This is an optimization exercise on Yosys and OpenROAD, whose aim is small area, a short achievable clock period and few clock cycles per item, not a production implementation.
RTL that was checked went through simulation tests only; none was proved equivalent to the original.
Function not checked in run 2: the RTL went through the layout flow alone.
Power figures rest on the tool's default switching activity, not on a simulated workload.

### design/flow/design.v
`default_nettype none
package fcwm_pkg;
  localparam int unsigned MEM_WORDS_DEF   = 100;
  localparam int unsigned PRINT_WORDS_DEF = 10;
  localparam int ADDR_W = 7;
  localparam int WORD_W = 32;
  localparam int CNT_W  = 3;
  localparam int KIND_W = 3;
  localparam int CMD_W  = 2;
  localparam logic [WORD_W-1:0] SPACES = 32'h2020_2020;
  localparam logic [7:0] CH_UNDER = 8'h5F;
  localparam logic [7:0] CH_SPACE = 8'h20;
  localparam logic [7:0] CH_G     = 8'h47;
  localparam logic [7:0] CH_P     = 8'h50;
  localparam logic [7:0] CH_H     = 8'h48;
  localparam logic [7:0] CH_L     = 8'h4C;
  localparam logic [7:0] CH_S     = 8'h53;
  localparam logic [7:0] CH_C     = 8'h43;
  localparam logic [7:0] CH_B     = 8'h42;
  localparam logic [7:0] CH_T     = 8'h54;
  localparam logic [7:0] CH_R     = 8'h52;
  localparam logic [7:0] CH_D     = 8'h44;
  localparam logic [1:0] CMD_WRITE = 2'd0;
  localparam logic [1:0] CMD_EXEC  = 2'd1;
  localparam logic [1:0] CMD_START = 2'd2;
  localparam logic [1:0] CMD_INIT  = 2'd3;
  localparam logic [2:0] K_DONE  = 3'd0;
  localparam logic [2:0] K_REQ   = 3'd1;
  localparam logic [2:0] K_PRINT = 3'd2;
  localparam logic [2:0] K_HALT  = 3'd3;
  localparam logic [2:0] K_ERR   = 3'd4;
  function automatic logic [CNT_W-1:0] count_chars(input logic [WORD_W-1:0] w);
    logic [CNT_W-1:0] n;
    if (w[31:24] == CH_UNDER)      n = 3'd0;
    else if (w[23:16] == CH_UNDER) n = 3'd1;
    else if (w[15:8] == CH_UNDER)  n = 3'd2;
    else if (w[7:0] == CH_UNDER)   n = 3'd3;
    else                           n = 3'd4;
    count_chars = n;
  endfunction
  function automatic logic is_digit(input logic [7:0] c);
    is_digit = (c[7:4] == 4'h3) && ((c[3] == 1'b0) || (c[2:1] == 2'b00));
  endfunction
endpackage
`default_nettype wire
`default_nettype none
module fcwm_mem (
  input  wire logic        clk_i,
  input  wire logic        rst_ni,
  input  wire logic        clr_i,
  input  wire logic        we_i,
  input  wire logic [3:0]  wt_i,
  input  wire logic [3:0]  wo_i,
  input  wire logic [31:0] wdata_i,
  input  wire logic [3:0]  rt_i,
  input  wire logic [3:0]  ro_i,
  output logic [31:0]      rdata_o
);
  logic [31:0] mem [100];
  logic [99:0] vld_q;
  logic [9:0] wrow, wcol, rrow, rcol;
  always_comb begin
    for (int i = 0; i < 10; i++) begin
      wrow[i] = (wt_i == 4'(i));
      wcol[i] = (wo_i == 4'(i));
      rrow[i] = (rt_i == 4'(i));
      rcol[i] = (ro_i == 4'(i));
    end
  end
  always_ff @(posedge clk_i) begin
    for (int t = 0; t < 10; t++) begin
      for (int o = 0; o < 10; o++) begin
        if (we_i && wrow[t] && wcol[o]) mem[10*t+o] <= wdata_i;
      end
    end
  end
  always_ff @(posedge clk_i or negedge rst_ni) begin
    if (!rst_ni) begin
      vld_q <= '0;
    end else if (clr_i) begin
      vld_q <= '0;
    end else begin
      for (int t = 0; t < 10; t++) begin
        for (int o = 0; o < 10; o++) begin
          if (we_i && wrow[t] && wcol[o]) vld_q[10*t+o] <= 1'b1;
        end
      end
    end
  end
  logic [31:0] raw;
  logic        rv;
  always_comb begin
    raw = '0;
    rv  = 1'b0;
    for (int t = 0; t < 10; t++) begin
      logic [31:0] rw;
      logic        v;
      rw = '0;
      v  = 1'b0;
      for (int o = 0; o < 10; o++) begin
        rw = rw | ({32{rcol[o]}} & mem[10*t+o]);
        v  = v | (rcol[o] & vld_q[10*t+o]);
      end
      raw = raw | ({32{rrow[t]}} & rw);
      rv  = rv | (rrow[t] & v);
    end
  end
  assign rdata_o = rv ? raw : fcwm_pkg::SPACES;
endmodule
`default_nettype wire
`default_nettype none
module four_char_word_machine_core_unit (
  input  wire logic                        clk_i,
  input  wire logic                        rst_ni,
  input  wire logic                        in_valid_i,
  output logic                             in_ready_o,
  input  wire logic [fcwm_pkg::CMD_W-1:0]  in_cmd_i,
  input  wire logic [fcwm_pkg::ADDR_W-1:0] in_address_i,
  input  wire logic [fcwm_pkg::WORD_W-1:0] in_word_i,
  output logic                             out_valid_o,
  input  wire logic                        out_ready_i,
  output logic [fcwm_pkg::KIND_W-1:0]      out_kind_o,
  output logic [fcwm_pkg::ADDR_W-1:0]      out_target_o,
  output logic [fcwm_pkg::WORD_W-1:0]      out_word_o,
  output logic [fcwm_pkg::CNT_W-1:0]       out_char_count_o,
  output logic                             out_toggle_o,
  output logic                             out_last_o
);
  localparam logic [1:0] M_NORM = 2'd0;
  localparam logic [1:0] M_LR   = 2'd1;
  localparam logic [1:0] M_CR   = 2'd2;
  localparam logic [1:0] M_PD   = 2'd3;
  logic        rdy_q;
  logic        qa_v, qb_v;
  logic [1:0]  qa_cmd, qb_cmd;
  logic        qa_oob, qb_oob;
  logic [3:0]  qa_t, qa_o, qb_t, qb_o;
  logic [31:0] qa_w, qb_w;
  logic        in_oob;
  logic [3:0]  in_t, in_o;
  always_comb begin
    in_t = 4'd0;
    for (int i = 1; i < 10; i++) begin
      if (in_address_i >= 7'(10 * i)) in_t = 4'(i);
    end
    in_o   = 4'(in_address_i - 7'(10 * in_t));
    in_oob = (in_address_i >= 7'd100);
  end
  logic accept, head_done;
  assign accept = in_valid_i && rdy_q;
  always_ff @(posedge clk_i or negedge rst_ni) begin
    if (!rst_ni) begin
      qa_v  <= 1'b0;
      qb_v  <= 1'b0;
      rdy_q <= 1'b1;
    end else begin
      qa_v  <= (qa_v && !head_done) || qb_v || accept;
      qb_v  <= qa_v && !head_done && (qb_v || accept);
      rdy_q <= !(qa_v && !head_done && (qb_v || accept));
    end
  end
  always_ff @(posedge clk_i) begin
    if (!qa_v || head_done) begin
      if (qb_v) begin
        qa_cmd <= qb_cmd;
        qa_oob <= qb_oob;
        qa_t   <= qb_t;
        qa_o   <= qb_o;
        qa_w   <= qb_w;
      end else begin
        qa_cmd <= in_cmd_i;
        qa_oob <= in_oob;
        qa_t   <= in_t;
        qa_o   <= in_o;
        qa_w   <= in_word_i;
      end
    end
    if (!qb_v) begin
      qb_cmd <= in_cmd_i;
      qb_oob <= in_oob;
      qb_t   <= in_t;
      qb_o   <= in_o;
      qb_w   <= in_word_i;
    end
  end
  logic [3:0]  pct_q, pco_q;    
  logic        tog_q, halt_q;
  logic [31:0] gen_q;
  logic [1:0]  mode_q;
  logic [3:0]  rt_q, ro_q;      
  logic [3:0]  pdi_q;           
  logic [6:0]  pdb_q;           
  logic [3:0]  pct_d, pco_d, rt_d, ro_d, pdi_d;
  logic        tog_d, halt_d;
  logic [31:0] gen_d;
  logic [1:0]  mode_d;
  logic [6:0]  pdb_d;
  logic        m_clr, m_we;
  logic [3:0]  m_wt, m_wo;
  logic [31:0] m_wdata, rdata;
  fcwm_mem u_mem (
    .clk_i   (clk_i),
    .rst_ni  (rst_ni),
    .clr_i   (m_clr),
    .we_i    (m_we),
    .wt_i    (m_wt),
    .wo_i    (m_wo),
    .wdata_i (m_wdata),
    .rt_i    (rt_q),
    .ro_i    (ro_q),
    .rdata_o (rdata)
  );
  logic        ov_q, full_q;
  logic [2:0]  h_kind, s_kind;
  logic [6:0]  h_tgt, s_tgt;
  logic [31:0] h_word, s_word;
  logic [2:0]  h_cnt, s_cnt;
  logic        h_tog, s_tog, h_last, s_last;
  logic        push;
  logic [2:0]  n_kind;
  logic [6:0]  n_tgt;
  logic [31:0] n_word;
  logic [2:0]  n_cnt;
  logic        n_last;
  logic [7:0]  c0, c1, d2, d3;
  logic [3:0]  d2n, d3n;
  logic [6:0]  abin;
  logic        is_h, is_gd, is_pd, is_lr, is_sr, is_cr, is_bt, uses_addr, digits_ok;
  assign c0  = rdata[31:24];
  assign c1  = rdata[23:16];
  assign d2  = rdata[15:8];
  assign d3  = rdata[7:0];
  assign d2n = d2[3:0];
  assign d3n = d3[3:0];
  assign abin = {d2n, 3'b000} + {2'b00, d2n, 1'b0} + {3'b000, d3n};
  assign is_h  = (c0 == fcwm_pkg::CH_H) && (c1 == fcwm_pkg::CH_SPACE);
  assign is_gd = (c0 == fcwm_pkg::CH_G) && (c1 == fcwm_pkg::CH_D);
  assign is_pd = (c0 == fcwm_pkg::CH_P) && (c1 == fcwm_pkg::CH_D);
  assign is_lr = (c0 == fcwm_pkg::CH_L) && (c1 == fcwm_pkg::CH_R);
  assign is_sr = (c0 == fcwm_pkg::CH_S) && (c1 == fcwm_pkg::CH_R);
  assign is_cr = (c0 == fcwm_pkg::CH_C) && (c1 == fcwm_pkg::CH_R);
  assign is_bt = (c0 == fcwm_pkg::CH_B) && (c1 == fcwm_pkg::CH_T);
  assign uses_addr = is_gd || is_pd || is_lr || is_sr || is_cr || is_bt;
  assign digits_ok = fcwm_pkg::is_digit(d2) && fcwm_pkg::is_digit(d3);
  logic [3:0] pct_inc, pco_inc;
  assign pco_inc = (pco_q == 4'd9) ? 4'd0 : pco_q + 4'd1;
  assign pct_inc = (pco_q == 4'd9) ? pct_q + 4'd1 : pct_q;
  logic room;
  assign room = !full_q;
  always_comb begin
    pct_d     = pct_q;
    pco_d     = pco_q;
    tog_d     = tog_q;
    halt_d    = halt_q;
    gen_d     = gen_q;
    mode_d    = mode_q;
    rt_d      = rt_q;
    ro_d      = ro_q;
    pdi_d     = pdi_q;
    pdb_d     = pdb_q;
    m_clr     = 1'b0;
    m_we      = 1'b0;
    m_wt      = qa_t;
    m_wo      = qa_o;
    m_wdata   = qa_w;
    head_done = 1'b0;
    push      = 1'b0;
    n_kind    = fcwm_pkg::K_DONE;
    n_tgt     = '0;
    n_word    = '0;
    n_cnt     = '0;
    n_last    = 1'b1;
    if (qa_v && room) begin
      case (mode_q)
        M_NORM: begin
          head_done = 1'b1;
          push      = 1'b1;
          case (qa_cmd)
            fcwm_pkg::CMD_WRITE: begin
              if (qa_oob) n_kind = fcwm_pkg::K_ERR;
              else        m_we   = 1'b1;
            end
            fcwm_pkg::CMD_START: begin
              pct_d  = '0;
              pco_d  = '0;
              halt_d = 1'b0;
            end
            fcwm_pkg::CMD_INIT: begin
              m_clr  = 1'b1;
              gen_d  = fcwm_pkg::SPACES;
              pct_d  = '0;
              pco_d  = '0;
              tog_d  = 1'b0;
              halt_d = 1'b0;
            end
            default: begin  
              if (halt_q) begin
                n_kind = fcwm_pkg::K_HALT;
              end else if (pct_q == 4'd10) begin
                n_kind = fcwm_pkg::K_ERR;
              end else begin
                pct_d = pct_inc;
                pco_d = pco_inc;
                if (is_h) begin
                  halt_d = 1'b1;
                  n_kind = fcwm_pkg::K_HALT;
                end else if (!uses_addr) begin
                  n_kind = fcwm_pkg::K_DONE;
                end else if (!digits_ok) begin
                  n_kind = fcwm_pkg::K_ERR;
                end else if (is_pd) begin
                  if ((d2n == 4'd9) && (d3n != 4'd0)) begin
                    n_kind = fcwm_pkg::K_ERR;
                  end else begin
                    head_done = 1'b0;
                    push      = 1'b0;
                    mode_d    = M_PD;
                    pdi_d     = '0;
                    pdb_d     = abin;
                  end
                end else if (is_gd) begin
                  n_kind = fcwm_pkg::K_REQ;
                  n_tgt  = abin;
                end else if (is_lr) begin
                  head_done = 1'b0;
                  push      = 1'b0;
                  mode_d    = M_LR;
                end else if (is_cr) begin
                  head_done = 1'b0;
                  push      = 1'b0;
                  mode_d    = M_CR;
                end else if (is_sr) begin
                  m_we    = 1'b1;
                  m_wt    = d2n;
                  m_wo    = d3n;
                  m_wdata = gen_q;
                end else if (tog_q) begin
                  pct_d = d2n;
                  pco_d = d3n;
                  tog_d = 1'b0;
                end
              end
            end
          endcase
        end
        M_LR: begin
          head_done = 1'b1;
          push      = 1'b1;
          gen_d     = rdata;
          mode_d    = M_NORM;
        end
        M_CR: begin
          head_done = 1'b1;
          push      = 1'b1;
          tog_d     = (gen_q == rdata);
          mode_d    = M_NORM;
        end
        default: begin  
          push   = 1'b1;
          n_kind = fcwm_pkg::K_PRINT;
          n_tgt  = pdb_q;
          n_word = rdata;
          n_cnt  = fcwm_pkg::count_chars(rdata);
          n_last = (pdi_q == 4'd9);
          pdi_d  = pdi_q + 4'd1;
          pdb_d  = pdb_q + 7'd1;
          if (pdi_q == 4'd9) begin
            head_done = 1'b1;
            mode_d    = M_NORM;
          end
        end
      endcase
      if (mode_d == M_NORM) begin
        rt_d = pct_d;
        ro_d = pco_d;
      end else if (mode_q == M_NORM) begin
        rt_d = d2n;
        ro_d = d3n;
      end else begin
        rt_d = (ro_q == 4'd9) ? rt_q + 4'd1 : rt_q;
        ro_d = (ro_q == 4'd9) ? 4'd0 : ro_q + 4'd1;
      end
    end else if (mode_q == M_NORM) begin
      rt_d = pct_q;
      ro_d = pco_q;
    end
  end
  always_ff @(posedge clk_i or negedge rst_ni) begin
    if (!rst_ni) begin
      pct_q  <= '0;
      pco_q  <= '0;
      tog_q  <= 1'b0;
      halt_q <= 1'b0;
      gen_q  <= fcwm_pkg::SPACES;
      mode_q <= M_NORM;
      rt_q   <= '0;
      ro_q   <= '0;
    end else begin
      pct_q  <= pct_d;
      pco_q  <= pco_d;
      tog_q  <= tog_d;
      halt_q <= halt_d;
      gen_q  <= gen_d;
      mode_q <= mode_d;
      rt_q   <= rt_d;
      ro_q   <= ro_d;
    end
  end
  always_ff @(posedge clk_i) begin
    pdi_q <= pdi_d;
    pdb_q <= pdb_d;
  end
  logic pop;
  assign pop = ov_q && out_ready_i;
  always_ff @(posedge clk_i or negedge rst_ni) begin
    if (!rst_ni) begin
      ov_q   <= 1'b0;
      full_q <= 1'b0;
    end else begin
      ov_q   <= (ov_q && !(pop && !full_q)) || push;
      full_q <= (full_q && !pop) || (ov_q && !pop && push);
    end
  end
  always_ff @(posedge clk_i) begin
    if (!ov_q || pop) begin
      if (full_q) begin
        h_kind <= s_kind;
        h_tgt  <= s_tgt;
        h_word <= s_word;
        h_cnt  <= s_cnt;
        h_tog  <= s_tog;
        h_last <= s_last;
      end else begin
        h_kind <= n_kind;
        h_tgt  <= n_tgt;
        h_word <= n_word;
        h_cnt  <= n_cnt;
        h_tog  <= tog_d;
        h_last <= n_last;
      end
    end
    if (!full_q || pop) begin
      s_kind <= n_kind;
      s_tgt  <= n_tgt;
      s_word <= n_word;
      s_cnt  <= n_cnt;
      s_tog  <= tog_d;
      s_last <= n_last;
    end
  end
  assign in_ready_o       = rdy_q;
  assign out_valid_o      = ov_q;
  assign out_kind_o       = h_kind;
  assign out_target_o     = h_tgt;
  assign out_word_o       = h_word;
  assign out_char_count_o = h_cnt;
  assign out_toggle_o     = h_tog;
  assign out_last_o       = h_last;
endmodule
`default_nettype wire
### design/flow/run.sh
#!/bin/bash
# synth_recipe.tcl (not shown) runs the flow's synth.tcl, then flattens the netlist and writes it again
# the make line also repeats each setting of config.mk as NAME=value (left out here)
make -C /OpenROAD-flow-scripts/flow DESIGN_CONFIG=/design/flow/config.mk WORK_HOME=/design/flow/orfs CLKGATE_MAP_FILE= SYNTH_SCRIPT=/design/flow/synth_recipe.tcl finish
### design/flow/config.mk
export PLATFORM = sky130hd
export DESIGN_NAME = four_char_word_machine_core_unit
export DESIGN_NICKNAME = four_char_word_machine_core_unit
export VERILOG_FILES = /design/flow/design.v
export SDC_FILE = /design/flow/constraint.sdc
export NUM_CORES = 4
export LEC_CHECK = 0
export CAP_MARGIN = 20
export CORE_MARGIN = 2
export CORE_UTILIZATION = 40
export SLEW_MARGIN = 20
### design/flow/constraint.sdc
create_clock -name core_clock -period 8.0 [get_ports {clk_i}]
set_input_delay 1.6000 -clock core_clock [delete_from_list [all_inputs] [get_ports {clk_i}]]
set_output_delay 1.6000 -clock core_clock [all_outputs]
set_load 0.01 [all_outputs]
==> notes.md, run 1 <==
- The flow ran to the end, but the layout failed its checks.
- A clean result was blocked by negative setup slack.
- The post-layout net count is between 9000 and 10000.
- The initial antenna violation count came to 102.
- The number of endpoints with negative hold slack in the final report is 0.
- The first global-routing pass estimated 840 mm of wire.
- The worst min-delay path class is register to register.
- Summed over all cells, the static leakage comes to 55.5 nW.
- For the final database, setup skew stands at 54.6 ps.
- The top-level port count is 94.
- Leaving out fill and tap cells, the most frequent cell in the layout is edfxtp_1.
- The data arrival at the endpoint of the critical path is 9070 ps.
- The fraction of the cycle the final worst path needs is 103%.
- The number of nets handed over by synthesis was roughly 8500.
- The starting DRC count in detailed routing is 19300.
- The remaining antenna violation count is 0.
- Global routing used 35.5% of the available tracks across all layers.
- The number of buffers created by CTS is 371.
- Sequential elements use 75.7% of the synthesized area.
- Detailed placement ended at an HPWL of 428 mm.
- Routability-driven placement finished with a final weighted congestion of 1.10.
- The number of flops mapped to enable cells by yosys is 3348.
- The share of Yosys cell area claimed by the top area cell type is 72.2%.
- Dividing the detail-routed wire length by the instance count gives 44.8 um.
- The number of global-route vias before repair is 89300.
- The peak fanout along the critical path is 26.
- The minimum setup slack in the final design is -206 ps.
- The netlist uses between 100 and 150 different library cells.
- The die extent in y is 594 um.
- The root buffer cell is clkbuf_16.
- The setup-violating endpoint count in the final report is 1220.
- STA classifies the critical path endpoint as a register.
- The final wirelength is 643 mm.
- In this run the tool buffered the top-level ports with 93 buffer cells.
- The gate count of the mapped netlist is 8402.
- The cell area after synthesis is ~0.14 mm2.
- The post-route netlist has 21.4% of its cells at a drive strength greater than 1.
- In the routed layout, each cell is associated on average with a via count of approximately 6.8.
- The relative slew slack is 6.78%.
- For this run the aggregate overflow at the end of global routing stands at 0.
- The clock drives 3548 sinks.
- Setup repair after global routing left no endpoint under its margin.
- The startpoint type of the worst setup path is a register.
- The maximum ir drop on the vdd rail is roughly 0.00028 V.
- The power density over the cells is between 300 and 400 mW/mm2.
- Entering global routing, the biggest net connects 90 pins.
- The detailed-route DRC error count is 0.
- The finished layout holds 14400 standard cells, fillers aside.
- Counting flops and latches in the post-synthesis netlist gives 3548.
- The most used flip-flop cell after synthesis is edfxtp_1.
- The clock tree synthesis step divided the H-tree into 5 levels.
- Of all flip-flops after synthesis, the portion carrying an async set or reset was 4.43%.
- Counting I/O delays and the setup requirement, the final critical path takes 8210 ps.
- The cell count after placement is 13600.
- The number of max-slew violations in the final report came to 0.
- The cell row count is ~220.
- The overall die area is 0.353 mm2.
- The die width is 594 um.
- Averaged over all synthesized cells, the footprint is 16.6 um2.
- The data required time of the worst path is 8860 ps.
- For this configuration, the core starts out at a cell density of 40.2%.
- The slew at the pin closest to its max-slew limit is 1400 ps.
- After clock tree synthesis, the clock-pin slew on the worst setup and hold paths is 70 ps.
- Ranked by total cell area, the synthesized netlist is headed by edfxtp_1, a22oi_1, mux2i_1, dfrtp_1, o22ai_1.
- The number of optimization iterations in the first detailed-route pass is 8.
- The type of the worst setup path is register to register.
- Of all cell types, the one taking the most synthesized area is edfxtp_1.
- The maximum clock frequency is 122 MHz.
- Max-cap violations in this run came to 0.
- Summing over every cut layer, the via total after detailed routing is 97300.
- The core region is 0.346 mm2.
- During synthesis, Yosys emitted a total of 3 warnings.
- The CTS tree is done.
- The maximum buffer depth of the clock tree is 4.
- The layout overhead on the synthesized area is 21.4%.
- The clock network latency to the later pin of the worst-skew pair is 1010 ps.
- The library cells used most frequently in the layout, excluding fill and tap cells, are edfxtp_1, buf_4, a22oi_1, mux2i_1, clkbuf_16.
- The filler cell count is 28600.
- Total power for the finished layout comes to about 65 mW.
-- registers in the layout (all words and copies together), names as in the netlist, 32 cells and up --
name         count
h_word          32
s_word          32
u_mem.mem     3200
u_mem.vld_q    100
gen_q           32
qb_w            32
qa_w            32
-- cell type report --
| class | count | area, um2 | share of cell area [%] |
|---|---|---|---|
| Clock inverter | 184 | 1700 | 1.00 |
| Clock buffer | 494 | 10100 | 5.96 |
| Multi-Input combinational cell | 4232 | 32000 | 18.9 |
| Tap cell | 4578 | 5730 | 3.39 |
| Antenna cell | 83 | 208 | 0.123 |
| Sequential cell | 3548 | 105000 | 62.4 |
| Inverter | 37 | 141 | 0.0837 |
| Timing Repair Buffer | 1200 | 13800 | 8.17 |
-- kinds of logic after synthesis --
family | Yosys count | share of synthesized area, %
flops | 3548 | 75.7
compound gates | 2299 | 12.0
simple gates | 1220 | 4.50
mux | 638 | 4.81
buf+inv | 622 | 2.46
xor+xnor | 50 | 0.315
fa+ha+maj | 25 | 0.241
-- final timing paths --
path	cells after the start	slack (ps)	from	end
min in group asynchronous	1	550	rst_ni	u_mem.vld_q[67]
setup / recovery	21	-210	ro_q[3]	u_mem.vld_q[67]
setup reg to reg	21	-210	ro_q[3]	u_mem.vld_q[67]
hold reg to reg	2	470	qb_oob	qb_oob
max in group asynchronous	2	6170	rst_ni	u_mem.vld_q[14]
hold / removal	2	470	qb_oob	qb_oob
-- per-layer routing --
| metal | global-route usage [%] | routed length, um | vias to the layer above |
|---|---|---|---|
| met2 | 49.6 | 265000 | 9343 |
| met5 | 0 | 297 | - |
| met1 | 44.9 | 223000 | 49600 |
| li1 | - | - | 36200 |
| met4 | 26.3 | 57300 | 34 |
| met3 | 13.3 | 98600 | 2143 |
-- critical path, stage by stage, from the launching register on --
cell,delay [ps]
dfrtp_4,750
buf_4,420
nand2b_4,520
buf_4,350
buf_4,230
o22ai_1,90
o21ai_1,380
buf_4,320
o2111ai_1,330
or4_1,870
nor3b_1,570
or4b_4,570
nor4_4,150
buf_4,280
buf_4,240
mux2i_4,480
nor2_4,90
nand2_4,120
buf_4,620
nor2_4,130
buf_12,210
o21a_1,190
-- Yosys cell counts (61+ instances only) --
cell type	count
o21a_1	105
buf_2	175
a221oi_1	100
a22o_1	140
clkbuf_1	214
nor3_1	77
o22ai_1	339
o21ai_0	188
nor2_1	396
mux2_2	95
buf_6	77
a21oi_1	203
edfxtp_1	3348
o221ai_1	61
nand2_1	323
a22oi_1	722
dfrtp_1	152
mux2i_1	523
-- metrics by stage --
stage	hold slack [ps]	cell area (um2)	TNS, ps	utilization (%)	setup WS [ps]
5_1_grt	487	169000	0	48.8	48.2
2_1_floorplan	427	139000	0	-	155
6_report	474	169000	-92290	48.8	-206
3_3_place_gp	453	157000	-276420	45.2	-424
3_5_place_dp	454	157000	-308920	45.3	-451
4_1_cts	475	169000	0	48.7	20.1
-- report_power, final --
group          leakage, nW  switching (mW)  total, mW  internal (mW)
Sequential            32.8           0.410       22.9           22.5
Clock                 5.74            7.39       17.1           9.70
Combinational         16.9            18.2       24.8           6.62
Total                 55.5            26.0       64.8           38.8
-- timing repair --
action                     in CTS  in global routing
gates resized for setup         2                  4
buffers inserted                2                  2
hold buffers                    0                  0
setup endpoints to repair    1991               2230
Testbench counts, summed over its fixed seeds: cycles 38,478, items 29,965.
==> run 2: changes to the inputs <==
--- a/design/flow/design.v
+++ b/design/flow/design.v
@@ -54,4 +54,4 @@
   input  wire logic [31:0] wdata_i,
-  input  wire logic [3:0]  rt_i,
-  input  wire logic [3:0]  ro_i,
+  input  wire logic [9:0]  rrow_i,
+  input  wire logic [9:0]  rcol_i,
   output logic [31:0]      rdata_o
@@ -60,3 +60,3 @@
   logic [99:0] vld_q;
-  logic [9:0] wrow, wcol, rrow, rcol;
+  logic [9:0] wrow, wcol;
   always_comb begin
@@ -65,4 +65,2 @@
       wcol[i] = (wo_i == 4'(i));
-      rrow[i] = (rt_i == 4'(i));
-      rcol[i] = (ro_i == 4'(i));
     end
@@ -100,7 +98,7 @@
       for (int o = 0; o < 10; o++) begin
-        rw = rw | ({32{rcol[o]}} & mem[10*t+o]);
-        v  = v | (rcol[o] & vld_q[10*t+o]);
+        rw = rw | ({32{rcol_i[o]}} & mem[10*t+o]);
+        v  = v | (rcol_i[o] & vld_q[10*t+o]);
       end
-      raw = raw | ({32{rrow[t]}} & rw);
-      rv  = rv | (rrow[t] & v);
+      raw = raw | ({32{rrow_i[t]}} & rw);
+      rv  = rv | (rrow_i[t] & v);
     end
@@ -188,4 +186,7 @@
   logic [31:0] gen_q;
+  logic [31:0] ir_q;            
+  logic        irv_q;
   logic [1:0]  mode_q;
   logic [3:0]  rt_q, ro_q;      
+  logic [9:0]  rrow_q, rcol_q;  
   logic [3:0]  pdi_q;           
@@ -193,6 +194,7 @@
   logic [3:0]  pct_d, pco_d, rt_d, ro_d, pdi_d;
-  logic        tog_d, halt_d;
-  logic [31:0] gen_d;
+  logic        tog_d, halt_d, irv_d;
+  logic [31:0] gen_d, ir_d;
   logic [1:0]  mode_d;
   logic [6:0]  pdb_d;
+  logic [9:0]  rrow_d, rcol_d;
   logic        m_clr, m_we;
@@ -208,4 +210,4 @@
     .wdata_i (m_wdata),
-    .rt_i    (rt_q),
-    .ro_i    (ro_q),
+    .rrow_i  (rrow_q),
+    .rcol_i  (rcol_q),
     .rdata_o (rdata)
@@ -228,6 +230,6 @@
   logic        is_h, is_gd, is_pd, is_lr, is_sr, is_cr, is_bt, uses_addr, digits_ok;
-  assign c0  = rdata[31:24];
-  assign c1  = rdata[23:16];
-  assign d2  = rdata[15:8];
-  assign d3  = rdata[7:0];
+  assign c0  = ir_q[31:24];
+  assign c1  = ir_q[23:16];
+  assign d2  = ir_q[15:8];
+  assign d3  = ir_q[7:0];
   assign d2n = d2[3:0];
@@ -244,7 +246,12 @@
   assign digits_ok = fcwm_pkg::is_digit(d2) && fcwm_pkg::is_digit(d3);
-  logic [3:0] pct_inc, pco_inc;
+  logic [3:0] pct_inc, pco_inc, rt_inc, ro_inc;
   assign pco_inc = (pco_q == 4'd9) ? 4'd0 : pco_q + 4'd1;
   assign pct_inc = (pco_q == 4'd9) ? pct_q + 4'd1 : pct_q;
-  logic room;
+  assign ro_inc  = (ro_q == 4'd9) ? 4'd0 : ro_q + 4'd1;
+  assign rt_inc  = (ro_q == 4'd9) ? rt_q + 4'd1 : rt_q;
+  logic room, go;
   assign room = !full_q;
+  assign go = qa_v && room && (mode_q == M_NORM) &&
+              !((qa_cmd == fcwm_pkg::CMD_EXEC) && !halt_q && (pct_q != 4'd10) && !irv_q);
+  logic ir_load, ir_init;
   always_comb begin
@@ -258,2 +265,5 @@
     ro_d      = ro_q;
+    irv_d     = irv_q;
+    ir_load   = 1'b0;
+    ir_init   = 1'b0;
     pdi_d     = pdi_q;
@@ -262,5 +272,11 @@
     m_we      = 1'b0;
-    m_wt      = qa_t;
-    m_wo      = qa_o;
-    m_wdata   = qa_w;
+    if (qa_cmd == fcwm_pkg::CMD_EXEC) begin
+      m_wt    = d2n;
+      m_wo    = d3n;
+      m_wdata = gen_q;
+    end else begin
+      m_wt    = qa_t;
+      m_wo    = qa_o;
+      m_wdata = qa_w;
+    end
     head_done = 1'b0;
@@ -272,86 +288,111 @@
     n_last    = 1'b1;
-    if (qa_v && room) begin
-      case (mode_q)
-        M_NORM: begin
-          head_done = 1'b1;
-          push      = 1'b1;
-          case (qa_cmd)
-            fcwm_pkg::CMD_WRITE: begin
-              if (qa_oob) n_kind = fcwm_pkg::K_ERR;
-              else        m_we   = 1'b1;
-            end
-            fcwm_pkg::CMD_START: begin
-              pct_d  = '0;
-              pco_d  = '0;
-              halt_d = 1'b0;
-            end
-            fcwm_pkg::CMD_INIT: begin
-              m_clr  = 1'b1;
-              gen_d  = fcwm_pkg::SPACES;
-              pct_d  = '0;
-              pco_d  = '0;
-              tog_d  = 1'b0;
-              halt_d = 1'b0;
-            end
-            default: begin  
-              if (halt_q) begin
+    if (mode_q == M_NORM) begin
+      if (!irv_q) begin
+        ir_load = 1'b1;
+        irv_d   = 1'b1;
+        rt_d    = rt_inc;
+        ro_d    = ro_inc;
+      end
+      if (go) begin
+        head_done = 1'b1;
+        push      = 1'b1;
+        case (qa_cmd)
+          fcwm_pkg::CMD_WRITE: begin
+            if (qa_oob) n_kind = fcwm_pkg::K_ERR;
+            else        m_we   = 1'b1;
+          end
+          fcwm_pkg::CMD_START: begin
+            pct_d   = '0;
+            pco_d   = '0;
+            halt_d  = 1'b0;
+            ir_load = 1'b0;
+            irv_d   = 1'b0;
+            rt_d    = 4'd0;
+            ro_d    = 4'd0;
+          end
+          fcwm_pkg::CMD_INIT: begin
+            m_clr   = 1'b1;
+            gen_d   = fcwm_pkg::SPACES;
+            pct_d   = '0;
+            pco_d   = '0;
+            tog_d   = 1'b0;
+            halt_d  = 1'b0;
+            ir_load = 1'b0;
+            ir_init = 1'b1;
+            irv_d   = 1'b1;
+            rt_d    = 4'd0;
+            ro_d    = 4'd1;
+          end
+          default: begin  
+            if (halt_q) begin
+              n_kind = fcwm_pkg::K_HALT;
+            end else if (pct_q == 4'd10) begin
+              n_kind = fcwm_pkg::K_ERR;
+            end else begin
+              pct_d   = pct_inc;
+              pco_d   = pco_inc;
+              ir_load = 1'b1;
+              rt_d    = rt_inc;
+              ro_d    = ro_inc;
+              if (is_h) begin
+                halt_d = 1'b1;
                 n_kind = fcwm_pkg::K_HALT;
-              end else if (pct_q == 4'd10) begin
+              end else if (!uses_addr) begin
+                n_kind = fcwm_pkg::K_DONE;
+              end else if (!digits_ok) begin
                 n_kind = fcwm_pkg::K_ERR;
-              end else begin
-                pct_d = pct_inc;
-                pco_d = pco_inc;
-                if (is_h) begin
-                  halt_d = 1'b1;
-                  n_kind = fcwm_pkg::K_HALT;
-                end else if (!uses_addr) begin
-                  n_kind = fcwm_pkg::K_DONE;
-                end else if (!digits_ok) begin
+              end else if (is_pd) begin
+                if ((d2n == 4'd9) && (d3n != 4'd0)) begin
                   n_kind = fcwm_pkg::K_ERR;
-                end else if (is_pd) begin
-                  if ((d2n == 4'd9) && (d3n != 4'd0)) begin
-                    n_kind = fcwm_pkg::K_ERR;
-                  end else begin
-                    head_done = 1'b0;
-                    push      = 1'b0;
-                    mode_d    = M_PD;
-                    pdi_d     = '0;
-                    pdb_d     = abin;
-                  end
-                end else if (is_gd) begin
-                  n_kind = fcwm_pkg::K_REQ;
-                  n_tgt  = abin;
-                end else if (is_lr) begin
-                  head_done = 1'b0;
-                  push      = 1'b0;
-                  mode_d    = M_LR;
-                end else if (is_cr) begin
-                  head_done = 1'b0;
-                  push      = 1'b0;
-                  mode_d    = M_CR;
-                end else if (is_sr) begin
-                  m_we    = 1'b1;
-                  m_wt    = d2n;
-                  m_wo    = d3n;
-                  m_wdata = gen_q;
-                end else if (tog_q) begin
-                  pct_d = d2n;
-                  pco_d = d3n;
-                  tog_d = 1'b0;
+                end else begin
+                  push   = 1'b0;
+                  mode_d = M_PD;
+                  pdi_d  = '0;
+                  pdb_d  = abin;
+                  rt_d   = d2n;
+                  ro_d   = d3n;
                 end
+              end else if (is_gd) begin
+                n_kind = fcwm_pkg::K_REQ;
+                n_tgt  = abin;
+              end else if (is_lr) begin
+                push   = 1'b0;
+                mode_d = M_LR;
+                rt_d   = d2n;
+                ro_d   = d3n;
+              end else if (is_cr) begin
+                push   = 1'b0;
+                mode_d = M_CR;
+                rt_d   = d2n;
+                ro_d   = d3n;
+              end else if (is_sr) begin
+                m_we = 1'b1;
+              end else if (tog_q) begin
+                pct_d   = d2n;
+                pco_d   = d3n;
+                tog_d   = 1'b0;
+                ir_load = 1'b0;
+                irv_d   = 1'b0;
+                rt_d    = d2n;
+                ro_d    = d3n;
               end
             end
-          endcase
-        end
+          end
+        endcase
+      end
+    end else if (room) begin
+      case (mode_q)
         M_LR: begin
-          head_done = 1'b1;
-          push      = 1'b1;
-          gen_d     = rdata;
-          mode_d    = M_NORM;
+          push   = 1'b1;
+          gen_d  = rdata;
+          mode_d = M_NORM;
+          rt_d   = pct_inc;
+          ro_d   = pco_inc;
         end
         M_CR: begin
-          head_done = 1'b1;
-          push      = 1'b1;
-          tog_d     = (gen_q == rdata);
-          mode_d    = M_NORM;
+          push   = 1'b1;
+          tog_d  = (gen_q == rdata);
+          mode_d = M_NORM;
+          rt_d   = pct_inc;
+          ro_d   = pco_inc;
         end
@@ -366,5 +407,8 @@
           pdb_d  = pdb_q + 7'd1;
+          rt_d   = rt_inc;
+          ro_d   = ro_inc;
           if (pdi_q == 4'd9) begin
-            head_done = 1'b1;
-            mode_d    = M_NORM;
+            mode_d = M_NORM;
+            rt_d   = pct_inc;
+            ro_d   = pco_inc;
           end
@@ -372,16 +416,17 @@
       endcase
-      if (mode_d == M_NORM) begin
-        rt_d = pct_d;
-        ro_d = pco_d;
-      end else if (mode_q == M_NORM) begin
-        rt_d = d2n;
-        ro_d = d3n;
-      end else begin
-        rt_d = (ro_q == 4'd9) ? rt_q + 4'd1 : rt_q;
-        ro_d = (ro_q == 4'd9) ? 4'd0 : ro_q + 4'd1;
-      end
-    end else if (mode_q == M_NORM) begin
-      rt_d = pct_q;
-      ro_d = pco_q;
     end
+    for (int i = 0; i < 10; i++) begin
+      rrow_d[i] = (rt_d == 4'(i));
+      rcol_d[i] = (ro_d == 4'(i));
+    end
+  end
+  logic hit_rd, hit_pc;
+  assign hit_rd = m_we && (m_wt == rt_q) && (m_wo == ro_q);
+  assign hit_pc = m_we && (m_wt == pct_q) && (m_wo == pco_q);
+  always_comb begin
+    if (ir_init)                ir_d = fcwm_pkg::SPACES;
+    else if (ir_load && hit_rd) ir_d = m_wdata;
+    else if (ir_load)           ir_d = rdata;
+    else if (hit_pc)            ir_d = m_wdata;
+    else                        ir_d = ir_q;
   end
@@ -394,5 +439,9 @@
       gen_q  <= fcwm_pkg::SPACES;
+      ir_q   <= fcwm_pkg::SPACES;
+      irv_q  <= 1'b1;
       mode_q <= M_NORM;
-      rt_q   <= '0;
-      ro_q   <= '0;
+      rt_q   <= 4'd0;
+      ro_q   <= 4'd1;
+      rrow_q <= 10'b0000000001;
+      rcol_q <= 10'b0000000010;
     end else begin
@@ -403,2 +452,4 @@
       gen_q  <= gen_d;
+      ir_q   <= ir_d;
+      irv_q  <= irv_d;
       mode_q <= mode_d;
@@ -406,2 +457,4 @@
       ro_q   <= ro_d;
+      rrow_q <= rrow_d;
+      rcol_q <= rcol_d;
     end
--- a/design/flow/config.mk
+++ b/design/flow/config.mk
@@ -9,3 +9,4 @@
 export CORE_MARGIN = 2
-export CORE_UTILIZATION = 40
+export CORE_UTILIZATION = 55
+export SETUP_SLACK_MARGIN = 5.0
 export SLEW_MARGIN = 20
==> run 2 against run 1 <==
  * The run now finishes clean
  * Largest power group unchanged
  * Fmax rose by 73%
  * Global-route usage rose by 12 points
  * Hold slack got worse by 3.7 ps
  * Core utilization rose by 27 points
==> notes.md, run 2 <==
- The number of buffers created by CTS is 374.
- The placed wire-length estimate is 258 mm.
- The sink of the worst hold path is qb_w[12].
- The core region is about 0.24 mm2.
- The starting DRC count in detailed routing is 21900.
- The final worst clock skew is 117 ps.
- Measured against its own limit, the worst slew margin works out to 26.0%.
- The maximum ir drop on the vdd rail is 0.000388 V.
- The minimum setup slack in the final design is 3250 ps.
- Fill cells in the final layout number 12900.
- The remaining antenna violation count is 0.
- The slew at the pin closest to its max-slew limit is 1100 ps.
- After layout, the worst path uses between 50% and 60% of the clock period.
- The clock network latency to the later pin of the worst-skew pair is 1090 ps.
- Yosys instantiated no cell more often than edfxtp_1.
- The gate count of the mapped netlist is roughly 7700.
- The number of nets in the synthesized netlist is around 8000.
- For flop-to-flop paths, the worst setup slack is between 3000 and 4000 ps.
- Entering global routing, the biggest net connects 102 pins.
- The worst register-to-register path begins at rcol_q[6].
- The share of synthesized registers carrying an async set or reset is 5.83%.
- The signal on the critical path passes through buf_6 > buf_6 > buf_12 > buf_12 > clkbuf_16 > a22oi_1 > nand3_1 > o21ai_2 > nand4_1 > nor4_4 > buf_6 > nor3_1 > nand4b_1 > nor4_2 > nand4_1 > a21oi_1.
- The count of hold-fix buffers inserted at cts is 0.
- The maximum clock frequency is between 200 and 250 MHz.
- The pre-antenna-repair detailed-routing pass consisted of 12 iterations.
- Summing all non-filler instances in the final layout gives an area of between 0.15 and 0.2 mm2.
- The number of non-filler instances in the completed layout is about 13000.
- The register with the most flip-flops in the layout has 3200 of them.
- Ranked by instance count, the synthesized netlist is headed by edfxtp_1, a22oi_1, nand2_1.
- The wire length of the first global-routing pass is 791 mm.
- Global routing used approximately 47% of the available tracks.
- The count of buffers added on input and output ports is a little over 90.
- Dividing the detail-routed wire length by the instance count gives 48.2 um.
- The synthesized design spends more area on one cell type than any other, namely edfxtp_1.
- The setup-violating endpoint count in the final report is 0.
- The library cell used most frequently in the layout, excluding fill and tap cells, is edfxtp_1.
- The die is 498 um wide.
- The path class of the tightest hold or removal check is register to register.
- The post-layout net count is 9600.
- The number of synthesized register bits is 3601.
- For this block, the routed nets add up to 629 mm of wire.
- Counting instances, the worst hold path has a depth of 1.
- The longest clock path from root to sink contains 4 buffers.
- STA classifies the critical path startpoint as a register.
- The cell sitting at the root of the clock tree is a clkbuf_16.
- CTS built an H-tree with a depth of 5.
- The final route contains 101000 vias.
- The post-synthesis cell type count is 77.
- In the final layout, the registers with the most flip-flops are u_mem.mem (3200), u_mem.vld_q (100).
- In this run the most critical hold path is launched from qb_w[12].
- The post-route minimum period is 4750 ps.
- The power density over the cells is 376 mW/mm2.
- In this run the cell area measured after placement is 0.140 mm2.
- Summed over all layers, the global routing overflow is 0.
- Counting every sink on the clock net gives roughly 3600.
- The data arrival at the endpoint of the critical path is 5610 ps.
- After clock tree synthesis, the clock-pin slew on the worst setup and hold paths is ~70 ps.
- The number of max-slew violations in the final report is 0.
- The most used flip-flop cell after synthesis is edfxtp_1.
- The cell row count is 181.
- The register with the most flip-flops in the final layout is u_mem.mem.
- The depth of the worst register-to-register path is 16.
- The type of the worst setup path is register to register.
- In this run, synthesis inferred about 3300 flip-flops with an integrated enable.
- The cell count after placement is 10800.
- The share of the yosys chip area belonging to registers is 79.6%.
- The largest individual stage delay along the critical path comes from the cell nand4_1.
- The die extent in y is roughly 500 um.
- The number of endpoints with negative hold slack in the final report is 0.
- For this configuration, the core starts out at a cell density of 55.2%.
- The share of Yosys cell area claimed by the top area cell type is 75.0%.
- The initial antenna violation count is 67.
- TritonCTS built the clock tree.
- The cell area that synthesis handed to floorplanning was 0.134 mm2.
- The end of the worst register-to-register path is h_tog.
- Prior to clock tree synthesis, the placed netlist has a worst setup slack of 2670 ps.
- The overall die area is 0.248 mm2.
- The peak fanout along the critical path is 5.
- The tool flagged a number of max-cap violations equal to 0.
- The end-of-flow core utilization is between 70% and 80%.
- The fraction of layout instances using a drive strength above 1 is 32.6%.
- A synthesized cell averages 17.3 um2.
- The sort of element at the end of the critical path is a register.
- For this run, design rule violations remaining after detail routing come to 0.
- The number of global-route vias before repair is 89300.
- The delay of the slowest cell on the worst path is 750 ps.
- The leakage power figure is between 60 and 70 nW.
- The top-level port count is 94.
- The critical path's most frequent cell is buf_6.
- The congestion estimate from routability-driven global placement came to 0.952.
- Data on the critical path is required at its endpoint by just under 9000 ps.
- The detail-routed via count per cell is 7.72.
- The final total negative setup slack is 0 ps.
- In the layout the commonest cells are edfxtp_1, a22oi_1, clkbuf_16, buf_6.
- Setup repair after global routing could not meet its margin everywhere.
- By area the synthesized netlist is led by edfxtp_1, a22oi_1, dfrtp_1, a22o_1, a221oi_1.
- The layout overhead on the synthesized area is 37.4%.
- The run finished with no timing, DRC or antenna violations.
- The number of warnings printed during yosys synthesis is 3.
[run 2: kinds of logic after synthesis]
group                    Yosys count  synth area share, %
flip-flops                      3601                 79.6
adder cells (fa/ha/maj)           25                0.250
multiplexers                     127                 1.02
buffers and inverters            551                 1.97
AO/OA/AOI/OAI                   2252                 12.6
AND/OR/NAND/NOR                 1134                 4.34
XOR/XNOR                          40                0.261
[run 2: worst max-delay path by stage]
stage               startpoint       to  slack [ps]  cells past startpoint
2_1_floorplan  in_address_i[4]  qa_o[3]        4450                     11
3_3_place_gp         rcol_q[3]    h_tog        1910                     12
3_5_place_dp         rcol_q[9]    h_tog        2670                     13
4_1_cts              rcol_q[7]    h_tog        3900                     12
5_1_grt              rcol_q[9]    h_tog        3330                     17
6_report             rcol_q[6]    h_tog        3250                     16
[run 2: routing by layer]
layer,track usage [%],wire length [um],vias up
met3,20.9,117000,3334
met2,65.0,253000,11800
met5,0.0579,752,-
met1,59.2,193000,49800
li1,-,-,35800
met4,35.5,66200,46
[run 2: area by class of cell]
class,count,area [um2],area share (%)
well taps,3202,4010,2.18
clock buffers,485,9990,5.43
diodes,44,110,0.0598
repair buffers,1904,31800,17.3
clock inverters,175,1510,0.821
inverters,65,249,0.135
flip-flops and latches,3601,107000,58.0
multi-input cells,3584,29700,16.1
[run 2: timing repair]
item / in CTS / in global routing
buffers inserted: 773 / 283
pin swaps: 309 / 328
endpoints found under the hold margin: 0 / 0
setup endpoints to repair: 5463 / 4064
gates resized for setup: 2035 / 593
cloned: 379 / 77
[run 2: worst max-delay path: cells and delay by family, from the launching register on]
family	cells	cell delay, ps
flip-flops	1	560
AO/OA/AOI/OAI	3	930
buffers and inverters	6	940
AND/OR/NAND/NOR	7	2140
[run 2: stage by stage]
stage               total power [mW]  hold slack, ps
finish                          69.2             470
global route                    69.1             484
CTS                             64.4             473
detailed placement              42.7             459
global placement                42.4             450
floorplan                       33.4             427
[run 2: report_power, final]
part           internal, mW  switching, mW
Combinational          8.17           18.6
Clock                  9.58           7.54
Sequential             24.7          0.611
==> run 3: changes to the inputs <==
--- a/design/flow/design.v
+++ b/design/flow/design.v
@@ -126,6 +126,7 @@
 );
-  localparam logic [1:0] M_NORM = 2'd0;
-  localparam logic [1:0] M_LR   = 2'd1;
-  localparam logic [1:0] M_CR   = 2'd2;
-  localparam logic [1:0] M_PD   = 2'd3;
+  localparam logic [2:0] M_NORM = 3'd0;
+  localparam logic [2:0] M_LR   = 3'd1;
+  localparam logic [2:0] M_CR   = 3'd2;
+  localparam logic [2:0] M_CR2  = 3'd3;
+  localparam logic [2:0] M_PD   = 3'd4;
   logic        rdy_q;
@@ -188,3 +189,4 @@
   logic        irv_q;
-  logic [1:0]  mode_q;
+  logic [2:0]  mode_q;
+  logic [31:0] dr_q;            
   logic [3:0]  rt_q, ro_q;      
@@ -196,3 +198,3 @@
   logic [31:0] gen_d, ir_d;
-  logic [1:0]  mode_d;
+  logic [2:0]  mode_d;
   logic [6:0]  pdb_d;
@@ -392,5 +394,3 @@
         M_CR: begin
-          push   = 1'b1;
-          tog_d  = (gen_q == rdata);
-          mode_d = M_NORM;
+          mode_d = M_CR2;
           rt_d   = pct_inc;
@@ -398,17 +398,28 @@
         end
-        default: begin  
+        M_CR2: begin
           push   = 1'b1;
-          n_kind = fcwm_pkg::K_PRINT;
-          n_tgt  = pdb_q;
-          n_word = rdata;
-          n_cnt  = fcwm_pkg::count_chars(rdata);
-          n_last = (pdi_q == 4'd9);
-          pdi_d  = pdi_q + 4'd1;
-          pdb_d  = pdb_q + 7'd1;
-          rt_d   = rt_inc;
-          ro_d   = ro_inc;
+          tog_d  = (gen_q == dr_q);
+          mode_d = M_NORM;
+        end
+        default: begin  
+          pdi_d = pdi_q + 4'd1;
+          rt_d  = rt_inc;
+          ro_d  = ro_inc;
           if (pdi_q == 4'd9) begin
+            rt_d = pct_inc;
+            ro_d = pco_inc;
+          end
+          if (pdi_q != 4'd0) begin
+            push   = 1'b1;
+            n_kind = fcwm_pkg::K_PRINT;
+            n_tgt  = pdb_q;
+            n_word = dr_q;
+            n_cnt  = fcwm_pkg::count_chars(dr_q);
+            n_last = (pdi_q == 4'd10);
+            pdb_d  = pdb_q + 7'd1;
+          end
+          if (pdi_q == 4'd10) begin
             mode_d = M_NORM;
-            rt_d   = pct_inc;
-            ro_d   = pco_inc;
+            rt_d   = rt_q;
+            ro_d   = ro_q;
           end
@@ -464,2 +475,3 @@
     pdb_q <= pdb_d;
+    if ((mode_q == M_NORM) || room) dr_q <= rdata;
   end
--- a/design/flow/config.mk
+++ b/design/flow/config.mk
@@ -10,3 +10,4 @@
 export CORE_UTILIZATION = 55
-export SETUP_SLACK_MARGIN = 5.0
+export SETUP_SLACK_MARGIN = 4.5
 export SLEW_MARGIN = 20
+export TNS_END_PERCENT = 20
==> run 3 against run 2 <==
  * The layout now fails its checks (antenna violations)
  * Sequential share of layout area is 11 points higher
  * Core utilization fell by 11 points
  * Hold slack worse by 7.8 ps
  * Power decreased by 16%
  * Critical path type unchanged
==> notes.md, run 3 <==
- The run finished, with violations left.
- The layout checks failed on antenna violations.
- The top cell type by area accounts for 75.4% of the synthesized area.
- By area the synthesized netlist is led by edfxtp_1, a22oi_1, dfrtp_1, a221oi_1, a22o_1.
- The number of max-slew violations in the final report is 0.
- The wire length of the first global-routing pass is 597 mm.
- The most common cell after layout, fill and taps aside is edfxtp_1.
- The remaining antenna violation count is 1.
- The maximum number of pins on one net before global-route repair is between 100 and 150.
- The worst setup path startpoint is rcol_q[6].
- The number of nets produced by synthesis is between 7000 and 8000.
- Yosys printed 3 warnings.
- The cell family contributing the most delay on the critical path is compound AO/OA/AOI/OAI gates.
- Among all cell types in the netlist, the one instantiated most often is edfxtp_1.
- The most used flip-flop cell after synthesis is edfxtp_1.
- The worst min-delay path class is register to register.
- After detailed routing, the total wire length is approximately 440 mm.
- The worst register-to-register path ends at ir_q[14].
- The slew at the pin closest to its max-slew limit is 1210 ps.
- After technology mapping, the gate count stands at between 7000 and 8000.
- The source of the worst hold timing path is qb_o[2].
- The initial antenna violation count was 19.
- The number of stages on the worst setup path is 9.
- The H-tree depth is 5.
- Power spread over the standard cell area amounts to around 370 mW/mm2.
- The top-level port count is 94.
- The post-synthesis cell type count is 85.
- For this configuration, the core starts out at a cell density of 55.3%.
- The largest total area in the synthesized netlist belongs to edfxtp_1.
- The startpoint identified for the worst register-to-register timing path is rcol_q[6].
- The clock passes through at most 4 buffers.
- For this design the static power due to leakage is approximately 50 nW.
- Dividing the final minimum period by the clock period gives 46.8%.
- In this run, synthesis produced a sequential element count of 3634.
- The final route contains 81000 vias.
- The largest registers in the layout are u_mem.mem (3200), u_mem.vld_q (100).
- The first routing iteration left 13400 violations.
- The die is 499 um wide.
- The maximum ir drop on the vdd rail is ~0.00038 V.
- The number of buffers and inverters on the critical path is 2.
- The clock-pin slew reported for the worst setup and hold paths after clock tree synthesis is 60 ps.
- In the final routed layout, each cell accounts on average for 38.4 um.
- The placed instances occupy a cell area of 0.141 mm2.
- For the finished layout, the period the worst path requires is 3740 ps.
- The number of endpoints with negative hold slack in the final report is 0.
- The count of buffers inserted at the top-level ports is 93.
- In this run the vertical extent of the chip is 499 um.
- The data arrival at the endpoint of the critical path is 4520 ps.
- The delay of the slowest cell on the worst path is approximately 630 ps.
- The count of hold-fix buffers inserted at cts is 0.
- For the worst-skew pair, the clock arrives at the later sink with an insertion delay of 1010 ps.
- STA classifies the critical path startpoint as a register.
- The peak fanout along the critical path is 92.
- By startpoint and endpoint, the worst setup path is classified as register to register.
- Sorting the synthesized cells by how often they occur yields edfxtp_1, a22oi_1, clkbuf_1.
- Walking the worst path, the cells encountered are buf_6 > buf_12 > a221oi_1 > nand4_1 > a22oi_2 > nand3_1 > o21a_2 > mux2i_1 > o31ai_1.
- The cell area after synthesis is 0.135 mm2.
- The sort of element at the end of the critical path is a register.
- At the end of the flow, the number of nets in the layout was 8121.
- The sink of the worst hold path is qb_o[2].
- Counting flops with a built-in enable in the synthesized netlist gives 3380.
- The number of max-cap violations is 0.
- The data required time of the worst path is 8770 ps.
- On the critical path, the stage with the largest delay is an instance of a22oi_2.
- In the routed layout, each cell is associated on average with a via count of 7.01.
- The maximum clock frequency is 267 MHz.
- The number of clock buffers added by TritonCTS is 376.
- The overall die area is 0.249 mm2.
- The slack of the worst reg-to-reg path is about 4300 ps.
- The cell row count is 181.
- TritonCTS built the clock tree.
- The number of global-route vias before repair is 75700.
- The share of synthesized registers carrying an async set or reset is 5.81%.
- The per-instance average area after synthesis is roughly 18 um2.
- After floorplanning, the core was sized to cover around 0.24 mm2.
- The root buffer cell is clkbuf_16.
- The final worst clock skew is 85.4 ps.
- The register with the most flip-flops in the layout has 3200 of them.
- The total congestion overflow is 0.
- After detailed routing, the number of remaining DRC violations is 0.
- Global routing used 34.3% of the available tracks.
- The register ranked first by flip-flop count is u_mem.mem.
- Setup repair after global routing could not meet its margin everywhere.
- Counting every sink on the clock net gives 3634.
- Setup violations remaining at the end of the flow were counted as 0.
- For the final routed database, the setup TNS stands at 0 ps.
- The cell count of the worst hold path is 2.
- The placed wire-length estimate is 239 mm.
- At the end of routability-driven placement, the weighted congestion stood at 0.914.
- The depth of the worst register-to-register path is 9.
- The layout overhead on the synthesized area is 16.9%.
- The relative slew slack is 19.0%.
- The share of the yosys chip area belonging to registers is 80.0%.
- Of the cells placed in the final design, the portion with a size suffix greater than 1 is 16.6%.
- The design area is 0.157 mm2.
- The top cell types in the final layout, fill and taps aside, are edfxtp_1, a22oi_1, clkbuf_16, nand4_1, a22o_1.
- The first detailed-routing pass took 7 iterations.
==> run 3: layout make-up <==
cell class / count / area (um2)
clock buffer: 486 / 10100
timing repair buffer: 560 / 6860
tap: 3202 / 4010
sequential: 3634 / 108000
antenna: 13 / 32.5
fill: 16700 / 85900
clock inverter: 177 / 1660
inverter: 40 / 150
multi-input combinational: 3439 / 26700
==> run 3: per-stage QoR <==
| step | hold WS, ps | cells | setup slack [ps] | power (mW) | utilization [%] |
|---|---|---|---|---|---|
| 6_report | 463 | 11600 | 4260 | 57.8 | 64.7 |
| 5_1_grt | 485 | 11500 | 4310 | 59.0 | 64.7 |
| 2_1_floorplan | 431 | 7618 | 4190 | 31.9 | - |
| 3_3_place_gp | 450 | 10600 | 2680 | 39.4 | 57.7 |
| 4_1_cts | 466 | 11400 | 4240 | 56.8 | 63.7 |
| 3_5_place_dp | 460 | 10600 | 2760 | 39.7 | 57.9 |
==> run 3: timing repair <==
item                       4_1_cts  5_1_grt
setup buffers                  110       89
setup endpoints to repair     3484     2998
gates resized for setup        169      206
cloned                          14       25
pin swaps                       66       83
==> run 3: worst max path at each step <==
| stage | end | slack (ps) |
|---|---|---|
| floorplan | u_mem.mem[60][0] | 4190 |
| finish | ir_q[14] | 4260 |
| global placement | u_mem.mem[56][30] | 2680 |
| detailed placement | u_mem.mem[54][7] | 2760 |
| global route | u_mem.mem[76][26] | 4310 |
| CTS | ir_q[20] | 4240 |
==> run 3: report_power, final <==
| group | leakage (nW) | switching [mW] | internal (mW) |
|---|---|---|---|
| sequential | 34.1 | 0.520 | 24.9 |
| clock | 5.77 | 7.13 | 9.87 |
| combinational | 11.4 | 12.0 | 3.43 |
| total | 51.2 | 19.6 | 38.2 |
==> run 3: worst min-delay path: cells and delay by family (launching register included) <==
kind                   cells  cell delay [ps]
buffers and inverters      1               40
flip-flops                 1              290
multiplexers               1               70
==> run 3: cells by family (layout without fill, tap and decap cells) <==
group,count (synthesis),count (layout),share of synthesized area [%]
xor gates and xnor gates,73,73,0.475
buffers and inverters,555,1263,1.58
adders and majority gates,26,26,0.257
and+or+nand+nor,1015,1025,3.96
DFF,3634,3634,80.0
muxes,132,132,1.06
AOI/OAI and AO/OA,2183,2183,12.7
other,0,13,0
==> run 3: per-layer routing <==
metal	routed length, um	share of wire, %	global-route usage, %
met1	170000	38	48.7
met2	198000	44	50.7
met3	54500	12	8.73
met4	21100	4.8	14.7
met5	501	0.11	0.617
Testbench counts of run 3, summed over its fixed seeds: cycles 41,080, items 29,965.
==> run 4: changes to the inputs <==
--- a/design/flow/config.mk
+++ b/design/flow/config.mk
@@ -10,4 +10,3 @@
 export CORE_UTILIZATION = 55
-export SETUP_SLACK_MARGIN = 4.5
+export SETUP_SLACK_MARGIN = 4.0
 export SLEW_MARGIN = 20
-export TNS_END_PERCENT = 20
==> run 4 against run 3 <==
  * Largest cell class unchanged
  * Flip-flop and latch count stayed put
  * Clock power fell by 2%
  * Critical endpoint is now ir_q[16]
  * Non-clock buffer count decreased by 146
  * Now clean on timing, DRC and antenna
  * Combinational power down 8%
  * Count of clock-buffer cells in the layout is the same
  * Cell count shrank 1.2%
  * Via count decreased by 2.0%
  * First-iteration DRC count down 12%
  * Synthesized area unchanged
==> notes.md, run 4 <==
- The run finished with no timing, DRC or antenna violations.
- The data required time of the worst path is 8800 ps.
- CTS saw 3634 sinks.
- The most used flip-flop cell after synthesis is edfxtp_1.
- Setup repair after global routing could not meet its margin everywhere.
- Setup violations remaining at the end of the flow were counted as 0.
- Relative to the synthesized area, the layout overhead comes to 14.6%.
- The gate count of the mapped netlist is 7618.
- The number of max-slew violations in the final report was 0.
- The leakage power figure is 49.8 nW.
- The post-layout net count is 7969.
- In the post-route analysis, the smallest setup slack over all paths is just under 4000 ps.
- Summed over all layers, the global routing overflow is 0.
- Averaged over all synthesized cells, the footprint is 17.7 um2.
- Headroom to the max-slew limit came out at 17.5%.
- Yosys mapped the design onto 85 distinct sky130hd cell types.
- The first global-routing pass estimated 581 mm of wire.
- STA classifies the critical path endpoint as a register.
- In the post-synthesis netlist, the cell with the most instances is edfxtp_1.
- In this run the tool buffered the top-level ports with between 90 and 100 buffer cells.
- The remaining antenna violation count is 0.
- The number of global-route vias before repair came to roughly 75000.
- By area the synthesized netlist is led by edfxtp_1, a22oi_1, dfrtp_1, a221oi_1, a22o_1.
- The clock passes through at most 4 buffers.
- At the placement stage, the worst setup path has a slack of 2630 ps.
- After routing the design area is approximately 0.15 mm2.
- The worst min-delay path class is register to register.
- The clock network latency to the later pin of the worst-skew pair is between 900 and 1000 ps.
- The global router's overall resource usage is about a third.
- Timing would allow up to approximately 240 MHz.
- The most common cell after layout, fill and taps aside is edfxtp_1.
- The number of synthesized register bits is 3634.
- The share of the yosys chip area belonging to registers is 80.0%.
- The detailed-route DRC error count is 0.
- The fraction of the cycle the final worst path needs is between 50% and 60%.
- The HPWL after detailed placement is 236 mm.
- The cell area after synthesis is ~0.13 mm2.
- Traced cell by cell, the critical path runs through buf_16 > a22o_1 > a221oi_1 > nand4_1 > a22oi_1 > nand3_1 > o21a_1 > mux2i_1 > o31ai_1.
- The design draws 56.3 mW.
- The floorplan has 181 rows.
- The power density over the cells is 365 mW/mm2.
- The synthesized design devotes to its leading area cell type 75.4% of total area.
- Of all nets on the critical path, the largest fanout is 100.
- The area occupied by registers is 0.108 mm2.
- The number of endpoints with negative hold slack in the final report is 0.
- The maximum number of pins on one net before global-route repair is 140.
- The last weighted congestion value of the routability-driven placer is 0.915.
- The total met3 wirelength after detailed routing is approximately 48 mm.
- Counting every net in the synthesized netlist gives 7688.
- In the final layout, the share of cells above drive strength 1 is 13.7%.
- The starting DRC count in detailed routing is around 12000.
- After synthesis, the most frequently instantiated cells are edfxtp_1, a22oi_1, clkbuf_1.
- The slew at the pin closest to its max-slew limit is approximately 1200 ps.
- The final wirelength is 422 mm.
- The via count of the routed design is 79400.
- The cell with the largest stage delay on the worst path is a22oi_1.
- The final worst clock skew is approximately 48 ps.
- In the final routing, the length of wire on met1 measures 166 mm.
- The root buffer cell is clkbuf_16.
- The number of flip-flops under the largest register name is 3200.
- The largest total area in the synthesized netlist belongs to edfxtp_1.
- The register ranked first by flip-flop count is u_mem.mem.
- The number of max-cap violations is 0.
- For this run, the detailed router's first-pass iteration total came to 6.
- The routed design uses between 150 and 200 mm of met2 wire.
- The share of synthesized registers carrying an async set or reset is 5.81%.
- The uppermost metal layer occupied by signal nets is met5.
- In this run, CTS created clock tree buffers numbering approximately 380.
- The area of the multi-input gates is 0.0260 mm2.
- The filler cell count is 17200.
- After detailed routing, the number of vias per cell comes to between 6 and 7.
- The area inside the core boundary is 0.243 mm2.
- CTS built an H-tree with a depth of 5.
- Yosys mapped a number of flops with a built-in enable equal to roughly 3400.
- For this run, the slowest stage of the critical path takes between 700 and 800 ps.
- The top cell types in the final layout, fill and taps aside, are edfxtp_1, a22oi_1, clkbuf_16, nand4_1, a22o_1.
- The critical path in this run is classified as register to register.
- The die is 499 um tall.
- The maximum ir drop on the vdd rail is 0.000406 V.
- The initial antenna violation count is 26.
- The CTS tree is done.
- The number of warnings printed during yosys synthesis is 3.
- The floorplan step defined a die boundary enclosing about 0.25 mm2.
- From left edge to right edge, the die measures 499 um.
- Adding up every negative setup slack in the final design gives 0 ps.
- Data on the critical path arrives at its endpoint at 4890 ps.
- Clock-pin slew was measured on the worst setup and hold paths at 60 ps.
- The top-level port count is 94.
- The largest registers in the layout are u_mem.mem (3200), u_mem.vld_q (100).
- For this configuration, the core starts out at a cell density of 55.3%.
- Counting I/O delays and the setup requirement, the final critical path takes around 4100 ps.
- The startpoint type of the worst setup path is a register.
- The placed instance area is 0.141 mm2.
- Dividing the detail-routed wire length by the instance count gives 37.0 um.
-- run 4: changes by cell type in the layout (fill, tap and decap cells not counted), sizes merged --
cell / change
diode: +4
dlymetal6s2s: -4
clkinv: +17
clkinvlp: +1
bufinv: -10
clkdlybuf4s50: +4
inv: +2
bufbuf: -4
buf: -122
nor2: -7
clkbuf: -20
-- run 4: worst paths after layout --
path | from | endpoint | slack (ps) | cells past startpoint
worst max-delay path | rcol_q[8] | ir_q[16] | 3910 | 9
worst min-delay path | qb_o[1] | qb_o[1] | 470 | 2
worst max register to register | rcol_q[8] | ir_q[16] | 3910 | 9
worst min register to register | qb_o[1] | qb_o[1] | 470 | 2
max in group asynchronous | rst_ni | rcol_q[5] | 5970 | 2
min in group asynchronous | rst_ni | full_q | 670 | 1
-- run 4: per-stage QoR --
| step | hold WS (ps) | utilization (%) | std cells |
|---|---|---|---|
| after detailed placement | 458 | 58.0 | 10600 |
| after global placement | 452 | 57.7 | 10600 |
| after CTS | 470 | 63.2 | 11400 |
| after global routing | 481 | 63.4 | 11400 |
| final | 468 | 63.4 | 11400 |
| after floorplan | 431 | - | 7618 |
-- run 4: layer usage --
layer / global-route usage (%) / up-vias
met4: 14.7 / 18
met2: 48.6 / 5021
met1: 47.6 / 41200
met5: 0 / -
met3: 7.87 / 830
li1: - / 32400
-- run 4: timing repair --
| action | 4_1_cts | 5_1_grt |
|---|---|---|
| resized for setup | 76 | 36 |
| endpoints found under the hold margin | 0 | 0 |
| gates cloned | 3 | 2 |
| pin swaps | 41 | 8 |
| hold buffers | 0 | 0 |
| endpoints found under the setup margin | 3358 | 1614 |
| setup buffers | 49 | 17 |
-- run 4: power by group --
part           total (mW)  switching [mW]  internal, mW
clock                16.6            7.06          9.55
sequential           25.5           0.604          24.9
combinational        14.2            11.2          3.00
total                56.3            18.9          37.4
-- run 4: final cells by class --
cell class	count	area share (%)
multi-input combinational	3432	16.8
sequential	3634	69.9
timing repair buffer	414	3.09
tap	3202	2.60
clock buffer	486	6.58
clock inverter	187	0.910
inverter	40	0.0974
antenna	17	0.0276
-- run 4: kinds of logic after synthesis --
family,after synthesis,share of synthesized area (%)
AOI/OAI and AO/OA,2183,12.7
xor gates and xnor gates,73,0.475
adders and majority gates,26,0.257
buffers and inverters,555,1.58
DFF,3634,80.0
muxes,132,1.06
and+or+nand+nor,1015,3.96
-- run 4: worst max-delay path: cells and delay by family (launching register included) --
kind | cells | cell delay [ps]
and+or+nand+nor | 2 | 760
AOI/OAI and AO/OA | 5 | 1830
DFF | 1 | 690
muxes | 1 | 200
buffers and inverters | 1 | 340

## separate check: timing with driven ports
The flow's constraints put no driver on any port. The routed layouts listed below were extracted and timed again, unchanged, in two steps.
Step 1: set_driving_cell puts a clkbuf_16 on clk_i and a buf_2 on each other input, an assumption about the parent block.
Step 2 moves the port delays by t, midway between the first and last clock arrival at a register: inputs arrive t later, outputs are due t later. That takes back most of the time a late clock gives input paths.
a / b / c = ideal / step 1 / step 2; a / b = the first two.
run	t, ns	setup WS [ns]	worst slew at a driven data input, ns
run 1	1.098	-0.206 / -0.206 / -0.206	0.13
run 2	1.139	3.251 / 3.251 / 3.251	0.06
run 3	1.058	4.256 / 4.256 / 3.850	0.06
run 4	1.030	3.910 / 3.910 / 3.337	0.06
The setup slack of run 4, which loses most, moves by 0.000 ns with the drivers and by -0.573 ns with both steps.
